This design comes from an exercise in tuning for small area, a short achievable clock period and few clock cycles per item on the open sky130 flow, not from production work. The RTL was checked by simulation tests, not by an equivalence proof against the original design.

==> config.mk <==
export PLATFORM = sky130hd
export DESIGN_NAME = postfix_stack_evaluator
export DESIGN_NICKNAME = postfix_stack_evaluator
export VERILOG_FILES = /design/flow/design.v
export SDC_FILE = /design/flow/constraint.sdc
export NUM_CORES = 4
export LEC_CHECK = 0
export CAP_MARGIN = 20
export CORE_MARGIN = 2
export CORE_UTILIZATION = 40
export SLEW_MARGIN = 20
==> constraint.sdc <==
create_clock -name core_clock -period 11.0 [get_ports {clk_i}]
set_input_delay 2.2000 -clock core_clock [delete_from_list [all_inputs] [get_ports {clk_i}]]
set_output_delay 2.2000 -clock core_clock [all_outputs]
set_load 0.01 [all_outputs]
==> design.v <==
`timescale 1ns / 1ps
package pse_pkg;
  localparam int STACK_DEPTH = 16;
  localparam int STACK_AW    = (STACK_DEPTH > 1) ? $clog2(STACK_DEPTH) : 1;
  localparam int SP_W        = $clog2(STACK_DEPTH + 1);
  localparam int LIT_W  = 24;
  localparam int FRAC_W = 24;
  localparam int Q_W    = LIT_W + FRAC_W;
  localparam int HALF_W = Q_W / 2;
  localparam int ACC_W  = Q_W + HALF_W + 3;
  localparam int MAG_W  = ACC_W - FRAC_W;
  localparam int DIV_STEPS = Q_W + FRAC_W;
  localparam int CNT_W  = $clog2(DIV_STEPS);
  localparam int TYPE_W = 3;
  localparam int STAT_W = 3;
  localparam int IN_TDATA_W  = ((LIT_W + 7) / 8) * 8;
  localparam int OUT_TDATA_W = ((Q_W + SP_W + 7) / 8) * 8;
  localparam logic [Q_W-1:0] Q_MAX_U = {1'b0, {(Q_W-1){1'b1}}};
  localparam logic [Q_W-1:0] Q_MIN_U = {1'b1, {(Q_W-1){1'b0}}};
  typedef enum logic [TYPE_W-1:0] {
    REQ_PUSH = 3'd0,
    REQ_ADD  = 3'd1,
    REQ_SUB  = 3'd2,
    REQ_MUL  = 3'd3,
    REQ_DIV  = 3'd4
  } req_type_e;
  typedef enum logic [STAT_W-1:0] {
    ST_OK    = 3'd0,
    ST_UNDER = 3'd1,
    ST_OVER  = 3'd2,
    ST_DIV0  = 3'd3,
    ST_SAT   = 3'd4
  } status_e;
  typedef struct packed {
    logic done;
    logic sat;
    logic dz;
  } alu_stat_t;
endpackage
`timescale 1ns / 1ps
module pse_ram #(
  parameter int WIDTH = 48,
  parameter int DEPTH = 16
) (
  input  logic                                     clk_i,
  input  logic                                     we_i,
  input  logic [((DEPTH > 1) ? $clog2(DEPTH) : 1)-1:0] addr_i,
  input  logic [WIDTH-1:0]                         wdata_i,
  output logic [WIDTH-1:0]                         rdata_o
);
  logic [WIDTH-1:0] mem [DEPTH];
  always_ff @(posedge clk_i) begin
    if (we_i) begin
      mem[addr_i] <= wdata_i;
    end
    rdata_o <= mem[addr_i];
  end
endmodule
`timescale 1ns / 1ps
module pse_alu (
  input  logic                  clk_i,
  input  logic                  rst_ni,
  input  logic                  start_i,
  input  logic [pse_pkg::TYPE_W-1:0]     op_i,
  input  logic signed [pse_pkg::Q_W-1:0] a_i,
  input  logic signed [pse_pkg::Q_W-1:0] b_i,
  output logic [pse_pkg::Q_W-1:0]        res_o,
  output pse_pkg::alu_stat_t             stat_o
);
  typedef enum logic [3:0] {
    A_IDLE = 4'b0001,
    A_MUL  = 4'b0010,
    A_DIV  = 4'b0100,
    A_FIN  = 4'b1000
  } alu_state_e;
  alu_state_e state_q, state_d;
  logic [pse_pkg::CNT_W-1:0]  cnt_q, cnt_d;
  logic              done_q, done_d;
  logic              sat_q, sat_d;
  logic              dz_q, dz_d;
  logic [pse_pkg::Q_W-1:0]    res_q, res_d;
  logic              neg_q, neg_d;
  logic              is_mul_q, is_mul_d;
  logic              big_q, big_d;
  logic [pse_pkg::Q_W-1:0]    ma_q, ma_d;
  logic [pse_pkg::Q_W-1:0]    mb_q, mb_d;
  logic [pse_pkg::ACC_W-1:0]  acc_q, acc_d;
  logic [pse_pkg::Q_W-1:0]    prod_q, prod_d;
  logic [pse_pkg::Q_W-1:0]    rem_q, rem_d;
  logic [pse_pkg::Q_W-1:0]    quo_q, quo_d;
  logic [pse_pkg::Q_W-1:0]    num_q, num_d;
  logic [pse_pkg::Q_W-1:0]    ma_c, mb_c;
  logic [pse_pkg::Q_W:0]      sum_c;
  logic [pse_pkg::HALF_W-1:0] mx_c, my_c;
  logic [pse_pkg::ACC_W-1:0]  addend_c;
  logic [pse_pkg::Q_W:0]      rem_sh_c;
  logic [pse_pkg::Q_W+1:0]    diff_c;
  logic [pse_pkg::MAG_W-1:0]  mag_c;
  assign ma_c = a_i[pse_pkg::Q_W-1] ? pse_pkg::Q_W'(-a_i) : pse_pkg::Q_W'(a_i);
  assign mb_c = b_i[pse_pkg::Q_W-1] ? pse_pkg::Q_W'(-b_i) : pse_pkg::Q_W'(b_i);
  always_comb begin
    case (cnt_q[1:0])
      2'd0:    begin mx_c = ma_q[pse_pkg::HALF_W-1:0];   my_c = mb_q[pse_pkg::HALF_W-1:0];   end
      2'd1:    begin mx_c = ma_q[pse_pkg::HALF_W-1:0];   my_c = mb_q[pse_pkg::Q_W-1:pse_pkg::HALF_W]; end
      2'd2:    begin mx_c = ma_q[pse_pkg::Q_W-1:pse_pkg::HALF_W]; my_c = mb_q[pse_pkg::HALF_W-1:0];   end
      default: begin mx_c = ma_q[pse_pkg::Q_W-1:pse_pkg::HALF_W]; my_c = mb_q[pse_pkg::Q_W-1:pse_pkg::HALF_W]; end
    endcase
  end
  always_comb begin
    case (cnt_q[2:0])
      3'd1:    addend_c = pse_pkg::ACC_W'(prod_q);
      3'd4:    addend_c = pse_pkg::ACC_W'(prod_q) << pse_pkg::Q_W;
      default: addend_c = pse_pkg::ACC_W'(prod_q) << pse_pkg::HALF_W;
    endcase
  end
  assign rem_sh_c = {rem_q, num_q[pse_pkg::Q_W-1]};
  assign diff_c   = {1'b0, rem_sh_c} - {2'b00, mb_q};
  assign mag_c    = is_mul_q ? acc_q[pse_pkg::ACC_W-1:pse_pkg::FRAC_W] : pse_pkg::MAG_W'(quo_q);
  always_comb begin
    state_d  = state_q;
    cnt_d    = cnt_q;
    done_d   = 1'b0;
    sat_d    = sat_q;
    dz_d     = dz_q;
    res_d    = res_q;
    neg_d    = neg_q;
    is_mul_d = is_mul_q;
    big_d    = big_q;
    ma_d     = ma_q;
    mb_d     = mb_q;
    acc_d    = acc_q;
    prod_d   = prod_q;
    rem_d    = rem_q;
    quo_d    = quo_q;
    num_d    = num_q;
    sum_c    = '0;
    case (state_q)
      A_IDLE: begin
        if (start_i) begin
          sat_d    = 1'b0;
          dz_d     = 1'b0;
          neg_d    = a_i[pse_pkg::Q_W-1] ^ b_i[pse_pkg::Q_W-1];
          ma_d     = ma_c;
          mb_d     = mb_c;
          cnt_d    = '0;
          big_d    = 1'b0;
          acc_d    = '0;
          rem_d    = '0;
          quo_d    = '0;
          num_d    = ma_c;
          is_mul_d = (op_i == pse_pkg::REQ_MUL);
          if (op_i == pse_pkg::REQ_ADD || op_i == pse_pkg::REQ_SUB) begin
            sum_c = (op_i == pse_pkg::REQ_ADD) ? {a_i[pse_pkg::Q_W-1], a_i} + {b_i[pse_pkg::Q_W-1], b_i}
                                      : {a_i[pse_pkg::Q_W-1], a_i} - {b_i[pse_pkg::Q_W-1], b_i};
            if (sum_c[pse_pkg::Q_W] != sum_c[pse_pkg::Q_W-1]) begin
              sat_d = 1'b1;
              res_d = sum_c[pse_pkg::Q_W] ? pse_pkg::Q_MIN_U : pse_pkg::Q_MAX_U;
            end else begin
              res_d = sum_c[pse_pkg::Q_W-1:0];
            end
            done_d = 1'b1;
          end else if (op_i == pse_pkg::REQ_MUL) begin
            state_d = A_MUL;
          end else if (b_i == '0) begin
            dz_d   = 1'b1;
            res_d  = a_i[pse_pkg::Q_W-1] ? pse_pkg::Q_MIN_U : pse_pkg::Q_MAX_U;
            done_d = 1'b1;
          end else begin
            state_d = A_DIV;
          end
        end
      end
      A_MUL: begin
        prod_d = pse_pkg::Q_W'(mx_c * my_c);
        if (cnt_q != '0) begin
          acc_d = acc_q + addend_c;
        end
        if (cnt_q == pse_pkg::CNT_W'(4)) begin
          big_d   = |prod_q[pse_pkg::Q_W-1:pse_pkg::FRAC_W-1];
          state_d = A_FIN;
        end
        cnt_d = cnt_q + 1'b1;
      end
      A_DIV: begin
        big_d = big_q | quo_q[pse_pkg::Q_W-1];
        num_d = {num_q[pse_pkg::Q_W-2:0], 1'b0};
        if (!diff_c[pse_pkg::Q_W+1]) begin
          rem_d = diff_c[pse_pkg::Q_W-1:0];
          quo_d = {quo_q[pse_pkg::Q_W-2:0], 1'b1};
        end else begin
          rem_d = rem_sh_c[pse_pkg::Q_W-1:0];
          quo_d = {quo_q[pse_pkg::Q_W-2:0], 1'b0};
        end
        if (cnt_q == pse_pkg::CNT_W'(pse_pkg::DIV_STEPS - 1)) begin
          state_d = A_FIN;
        end
        cnt_d = cnt_q + 1'b1;
      end
      A_FIN: begin
        if (neg_q) begin
          if (big_q || mag_c > pse_pkg::MAG_W'(pse_pkg::Q_MIN_U)) begin
            sat_d = 1'b1;
            res_d = pse_pkg::Q_MIN_U;
          end else begin
            res_d = pse_pkg::Q_W'(-mag_c[pse_pkg::Q_W-1:0]);
          end
        end else begin
          if (big_q || mag_c > pse_pkg::MAG_W'(pse_pkg::Q_MAX_U)) begin
            sat_d = 1'b1;
            res_d = pse_pkg::Q_MAX_U;
          end else begin
            res_d = mag_c[pse_pkg::Q_W-1:0];
          end
        end
        done_d  = 1'b1;
        state_d = A_IDLE;
      end
      default: state_d = A_IDLE;
    endcase
  end
  always_ff @(posedge clk_i or negedge rst_ni) begin
    if (!rst_ni) begin
      state_q <= A_IDLE;
      done_q  <= 1'b0;
      cnt_q   <= '0;
    end else begin
      state_q <= state_d;
      done_q  <= done_d;
      cnt_q   <= cnt_d;
    end
  end
  always_ff @(posedge clk_i) begin
    sat_q    <= sat_d;
    dz_q     <= dz_d;
    res_q    <= res_d;
    neg_q    <= neg_d;
    is_mul_q <= is_mul_d;
    big_q    <= big_d;
    ma_q     <= ma_d;
    mb_q     <= mb_d;
    acc_q    <= acc_d;
    prod_q   <= prod_d;
    rem_q    <= rem_d;
    quo_q    <= quo_d;
    num_q    <= num_d;
  end
  assign res_o       = res_q;
  assign stat_o.done = done_q;
  assign stat_o.sat  = sat_q;
  assign stat_o.dz   = dz_q;
endmodule
`timescale 1ns / 1ps
module postfix_stack_evaluator (
  input  logic                   clk_i,
  input  logic                   rst_ni,
  input  logic                   s_axis_tvalid,
  output logic                   s_axis_tready,
  input  logic [pse_pkg::IN_TDATA_W-1:0]  s_axis_tdata,   
  input  logic [pse_pkg::TYPE_W-1:0]      s_axis_tuser,   
  input  logic                   s_axis_tlast,   
  output logic                   m_axis_tvalid,
  input  logic                   m_axis_tready,
  output logic [pse_pkg::OUT_TDATA_W-1:0] m_axis_tdata,   
  output logic [pse_pkg::STAT_W-1:0]      m_axis_tuser,   
  output logic                   m_axis_tlast    
);
  typedef enum logic [4:0] {
    S_IDLE   = 5'b00001,
    S_DECODE = 5'b00010,
    S_LOAD   = 5'b00100,
    S_ALU    = 5'b01000,
    S_FINISH = 5'b10000
  } state_e;
  state_e state_q, state_d;
  logic [pse_pkg::TYPE_W-1:0]  kind_q, kind_d;
  logic [pse_pkg::LIT_W-1:0]   lit_q, lit_d;
  logic               last_q, last_d;
  logic [pse_pkg::SP_W-1:0]    sp_q, sp_d;
  logic [pse_pkg::Q_W-1:0]     top_q, top_d;
  logic [pse_pkg::STAT_W-1:0]  status_q, status_d;
  logic               out_valid_q, out_valid_d;
  logic [pse_pkg::Q_W-1:0]     out_top_q, out_top_d;
  logic [pse_pkg::SP_W-1:0]    out_depth_q, out_depth_d;
  logic [pse_pkg::STAT_W-1:0]  out_status_q, out_status_d;
  logic               out_last_q, out_last_d;
  logic               ram_we;
  logic [pse_pkg::STACK_AW-1:0] ram_addr;
  logic [pse_pkg::Q_W-1:0]     ram_wdata, ram_rdata;
  logic [pse_pkg::SP_W-1:0]    sp_m2;
  logic               alu_start;
  logic [pse_pkg::Q_W-1:0]     alu_res;
  pse_pkg::alu_stat_t          alu_st;
  assign sp_m2 = sp_q - pse_pkg::SP_W'(2);
  pse_ram #(
    .WIDTH (pse_pkg::Q_W),
    .DEPTH (pse_pkg::STACK_DEPTH)
  ) u_stack (
    .clk_i   (clk_i),
    .we_i    (ram_we),
    .addr_i  (ram_addr),
    .wdata_i (ram_wdata),
    .rdata_o (ram_rdata)
  );
  pse_alu u_alu (
    .clk_i  (clk_i),
    .rst_ni (rst_ni),
    .start_i(alu_start),
    .op_i   (kind_q),
    .a_i    (ram_rdata),
    .b_i    (top_q),
    .res_o  (alu_res),
    .stat_o (alu_st)
  );
  always_comb begin
    state_d      = state_q;
    kind_d       = kind_q;
    lit_d        = lit_q;
    last_d       = last_q;
    sp_d         = sp_q;
    top_d        = top_q;
    status_d     = status_q;
    out_valid_d  = out_valid_q & ~m_axis_tready;
    out_top_d    = out_top_q;
    out_depth_d  = out_depth_q;
    out_status_d = out_status_q;
    out_last_d   = out_last_q;
    ram_we       = 1'b0;
    ram_addr     = sp_m2[pse_pkg::STACK_AW-1:0];
    ram_wdata    = alu_res;
    alu_start    = 1'b0;
    case (state_q)
      S_IDLE: begin
        if (s_axis_tvalid) begin
          kind_d  = s_axis_tuser;
          lit_d   = s_axis_tdata[pse_pkg::LIT_W-1:0];
          last_d  = s_axis_tlast;
          state_d = S_DECODE;
        end
      end
      S_DECODE: begin
        status_d = pse_pkg::ST_OK;
        state_d  = S_FINISH;
        if (kind_q == pse_pkg::REQ_PUSH) begin
          if (sp_q == pse_pkg::SP_W'(pse_pkg::STACK_DEPTH)) begin
            status_d = pse_pkg::ST_OVER;
          end else begin
            ram_we    = 1'b1;
            ram_addr  = sp_q[pse_pkg::STACK_AW-1:0];
            ram_wdata = {lit_q, {pse_pkg::FRAC_W{1'b0}}};
            top_d     = {lit_q, {pse_pkg::FRAC_W{1'b0}}};
            sp_d      = sp_q + 1'b1;
          end
        end else if (kind_q == pse_pkg::REQ_ADD || kind_q == pse_pkg::REQ_SUB ||
                     kind_q == pse_pkg::REQ_MUL || kind_q == pse_pkg::REQ_DIV) begin
          if (sp_q < pse_pkg::SP_W'(2)) begin
            status_d = pse_pkg::ST_UNDER;
          end else begin
            state_d = S_LOAD;
          end
        end
      end
      S_LOAD: begin
        alu_start = 1'b1;
        state_d   = S_ALU;
      end
      S_ALU: begin
        if (alu_st.done) begin
          ram_we   = 1'b1;
          top_d    = alu_res;
          sp_d     = sp_q - 1'b1;
          status_d = alu_st.dz ? pse_pkg::ST_DIV0 : (alu_st.sat ? pse_pkg::ST_SAT : pse_pkg::ST_OK);
          state_d  = S_FINISH;
        end
      end
      S_FINISH: begin
        if (!out_valid_q || m_axis_tready) begin
          out_valid_d  = 1'b1;
          out_top_d    = (sp_q != '0) ? top_q : '0;
          out_depth_d  = sp_q;
          out_status_d = status_q;
          out_last_d   = last_q;
          if (last_q) begin
            sp_d = '0;
          end
          state_d = S_IDLE;
        end
      end
      default: state_d = S_IDLE;
    endcase
  end
  always_ff @(posedge clk_i or negedge rst_ni) begin
    if (!rst_ni) begin
      state_q     <= S_IDLE;
      sp_q        <= '0;
      out_valid_q <= 1'b0;
    end else begin
      state_q     <= state_d;
      sp_q        <= sp_d;
      out_valid_q <= out_valid_d;
    end
  end
  always_ff @(posedge clk_i) begin
    kind_q       <= kind_d;
    lit_q        <= lit_d;
    last_q       <= last_d;
    top_q        <= top_d;
    status_q     <= status_d;
    out_top_q    <= out_top_d;
    out_depth_q  <= out_depth_d;
    out_status_q <= out_status_d;
    out_last_q   <= out_last_d;
  end
  assign s_axis_tready = (state_q == S_IDLE);
  assign m_axis_tvalid = out_valid_q;
  assign m_axis_tdata  = pse_pkg::OUT_TDATA_W'({out_depth_q, out_top_q});
  assign m_axis_tuser  = out_status_q;
  assign m_axis_tlast  = out_last_q;
endmodule
==> run.sh <==
#!/bin/bash
# synth_recipe.tcl (not shown) runs the flow's synth.tcl, then flattens the netlist and writes it again
# the make line also repeats each setting of config.mk as NAME=value (left out here)
make -C /OpenROAD-flow-scripts/flow DESIGN_CONFIG=/design/flow/config.mk WORK_HOME=/design/flow/orfs CLKGATE_MAP_FILE= SYNTH_SCRIPT=/design/flow/synth_recipe.tcl finish
==> flow_metrics.env <==
export IMPL_cts_tree="yes"
export IMPL_min_from="status_q[2]"
export IMPL_cts_resized=0
export IMPL_vias=59500
export IMPL_wirelength_um=270000
export IMPL_htree_num_levels=4
export IMPL_avgRoutedWirePerCell_um=26.1
export IMPL_rows=170
export IMPL_grt_busiest_layer="met2"
export IMPL_antenna_found_initial=6
export IMPL_r2r_start="u_alu.cnt_q[0]"
export IMPL_synth_top_area_cell="edfxtp_1"
export IMPL_fin_worst_skew_ns=0.0718
export IMPL_clkTransAtPathRegs_ns=0.06
export IMPL_hpwl_um=195000
export IMPL_yosysTopAreaCellShare_pct=45.9
export IMPL_synth_ff_type="edfxtp_1"
export IMPL_tightest_slew_ns=1.13
export IMPL_numClockSinks=1391
export IMPL_die_area_sq_mm=0.220
export IMPL_setup_viol=0
export IMPL_root_buffer="clkbuf_16"
export IMPL_gr_usage_met2_pct=39.3
export IMPL_hold_depth=0
export IMPL_vias_per_cell=5.73
export IMPL_start_util_pct=40.3
export IMPL_antenna_left=0
export IMPL_portBuffers=90
export IMPL_synthMuxAreaShare_pct=6.70
export IMPL_yosys_area_share_simple_pct=11.3
export IMPL_fin_ws_ns=1.04
export IMPL_relSlewSlack_pct=23.8
export IMPL_ioPinCount=94
export IMPL_slowest_delay_ns=0.76
export IMPL_crit_arrival_ns=10.47
export IMPL_reg2reg_to="u_alu.prod_q[47]"
export IMPL_status="complete, no violations"
export IMPL_grt_pass1_wl_um=395000
export IMPL_crit_required_ns=11.52
export IMPL_track_usage_pct=24.4
export IMPL_rsz0062_at_grt="false"
export IMPL_async_reset_ff_share_pct=1.65
export IMPL_synth_top_family_by_area="adder cells"
export IMPL_hold_class="reg -> reg"
export IMPL_critPathLaunchType="flop"
export IMPL_fmax_mhz=100
export IMPL_grt_max_degree=76
export IMPL_synth_edf_count=1320
export IMPL_crit_buf_inv=9
export IMPL_nets=8281
export IMPL_utilization_pct=44.7
export IMPL_gr_total_overflow=0
export IMPL_slowest_stage="a2111oi_0"
export IMPL_die_w_um=469
export IMPL_clkLatencyLatePin_ns=0.84
export IMPL_cts_hold_buf=0
export IMPL_drv_slew=0
export IMPL_met3_usage_pct=3.65
export IMPL_ys_types=108
export IMPL_route_detailed_drc=0
export IMPL_crit_fanout=44
export IMPL_syn_area_sq_mm=0.0864
export IMPL_drt_iter0_drc=6123
export IMPL_place_ws_ns=0.968
export IMPL_yosys_top_cells_area="edfxtp_1 46%, fa_1 11%, ha_1 5.2%"
export IMPL_syn_to_final_growth_pct=11.1
export IMPL_cts_inserted_buffers=152
export IMPL_maxCapViolations=0
export IMPL_ys_seq_elements=1391
export IMPL_fin_tns_setup_ns=0
export IMPL_ys_seq_area_share_pct=47.6
export IMPL_finalHoldViolCount=0
export IMPL_postSynthCellCount=7370
export IMPL_place_gp_congestion=0.985
export IMPL_rrSetupSlack_ns=1.04
export IMPL_grt_use_met1_pct=32.6
export IMPL_synth_xor_area_share_pct=3.31
export IMPL_critical_path_top_delay_family="adder cells"
export IMPL_crit_type="reg -> reg"
export IMPL_final_min_clock_period_ns=9.96
export IMPL_fin_crit_sh_pct=90.5
export IMPL_synth_fa_ha_area_share_pct=16.4
export IMPL_syn_area_per_cell_sq_um=11.7
export IMPL_grt_pass1_vias=59200
export IMPL_die_h_um=469
export IMPL_post_cts_setup_buffers=0
export IMPL_core_sq_mm=0.215
export IMPL_r2r_cells=32
export IMPL_synth_compound_area_share_pct=10.0
export IMPL_cp_end_kind="flop"
export IMPL_hold_path_end="out_status_q[2]"
export IMPL_synth_warnings=3
export IMPL_drive_gt1_share_pct=9.55
export IMPL_clock_path_buffers=3
export IMPL_first_pass_iters=6
[placed cells by master (no fill, tap or decap), drive strengths merged, types with 97 or more instances in the layout]
cell type	instances
nand2	772
edfxtp	1320
nor2	658
a21o	138
mux4	192
buf	140
and2	150
xnor2	230
o21ai	261
clkbuf	184
fa	486
a22o	97
inv	703
a21oi	371
ha	356
mux2i	101
[area by class of cell]
cell class | count | area [sq um]
Inverter | 695 | 2610
Timing Repair Buffer | 230 | 1980
Antenna cell | 6 | 15.0
Tap cell | 2838 | 3550
Multi-Input combinational cell | 4937 | 41600
Clock buffer | 184 | 3960
Fill cell | 19500 | 119000
Sequential cell | 1391 | 41200
Clock inverter | 93 | 1110
[sequential cells by signal (all words and copies together) (netlist names), 48 cells and up]
register / flops
u_stack.mem: 768
u_alu.acc_q: 75
out_top_q: 48
top_q: 48
u_alu.ma_q: 48
u_alu.mb_q: 48
u_alu.num_q: 48
u_alu.prod_q: 48
u_alu.quo_q: 48
u_alu.rem_q: 48
u_alu.res_q: 48
u_stack.rdata_o: 48
[metrics by stage]
step	area (sq um)	instances	hold slack, ns
after CTS	96000	10400	0.451
after floorplan	86400	7372	0.400
after global routing	96000	10400	0.459
after global placement	90900	10100	0.428
final	96000	10400	0.454
after detailed placement	90900	10100	0.416
[worst reg2reg max path: cells and delay by family, from the launching register on]
kind,cells,cell delay (ns)
xor+xnor,1,0.09
mux,1,0.25
compound gates,9,2.61
simple gates,3,0.86
flops,1,0.43
fa+ha+maj,9,4.25
buf+inv,9,1.21
[cell usage after synthesis (27+ instances only)]
cell,count
xor2_1,94
mux2i_1,100
a21o_1,138
nor4_1,27
dfxtp_1,48
clkbuf_1,301
nand4_1,52
nor2_1,658
ha_1,356
nand3_1,71
and2_1,149
inv_1,693
o21ai_0,239
mux2_2,40
nor3_1,83
nor2b_1,90
o21bai_1,55
o21a_1,39
o31ai_1,61
a22o_1,97
mux4_2,192
nand2_1,772
fa_1,486
and3_1,30
a221o_1,53
o211ai_1,30
a21oi_1,370
a31oi_1,42
nand2b_1,51
xnor2_1,227
edfxtp_1,1320
or3_1,49
[cell families (layout without fill, tap and decap cells)]
kind of cell	Yosys count	after routing
AO/OA/AOI/OAI	1303	1303
XOR/XNOR	324	324
buffers and inverters	1044	1202
other	1	9
flip-flops	1391	1391
AND/OR/NAND/NOR	2132	2132
multiplexers	333	333
adder cells (fa/ha/maj)	842	842
[metal layers]
layer | up-vias | share of wire (%)
met5 | - | 0.0048
met1 | 30300 | 41
met2 | 2393 | 47
met3 | 520 | 7.0
li1 | 26300 | -
met4 | 2 | 5.0
[worst max-delay path by stage]
stage	from	endpoint	slack [ns]	cells past startpoint
detailed placement	u_alu.cnt_q[0]	u_alu.prod_q[47]	0.97	33
finish	u_alu.cnt_q[0]	u_alu.prod_q[47]	1.04	32
global route	u_alu.cnt_q[0]	u_alu.prod_q[47]	0.48	32
CTS	u_alu.cnt_q[0]	u_alu.prod_q[47]	0.94	33
global placement	u_alu.cnt_q[0]	u_alu.prod_q[47]	1.12	33
floorplan	u_alu.cnt_q[0]	u_alu.prod_q[47]	2.18	31
Testbench counts, summed over its fixed seeds: cycles 302,086, tokens 24,125.

separate check: timing with driven ports:
Ports are ideal in the flow. The routed layout listed here was re-timed in OpenROAD.
Step 1 assumes that a clkbuf_16 drives the clock port and a buf_2 every other input.
Step 2 moves the port delays by t, midway between the first and last clock arrival at a register: inputs arrive t later, outputs are due t later. That takes back most of the time a late clock gives input paths.
Three values: no drivers, after step 1, after step 2; two values: the first two.
t, ns: 0.899
setup slack, ns: 1.044 / 1.044 / 1.044
worst slew at a driven data input, ns: 0.04
pins driven straight from the clock port: 1
After both steps setup and hold are still met in this run. The setup slack of this run moves by 0.000 ns with the drivers and by 0.000 ns with both steps.
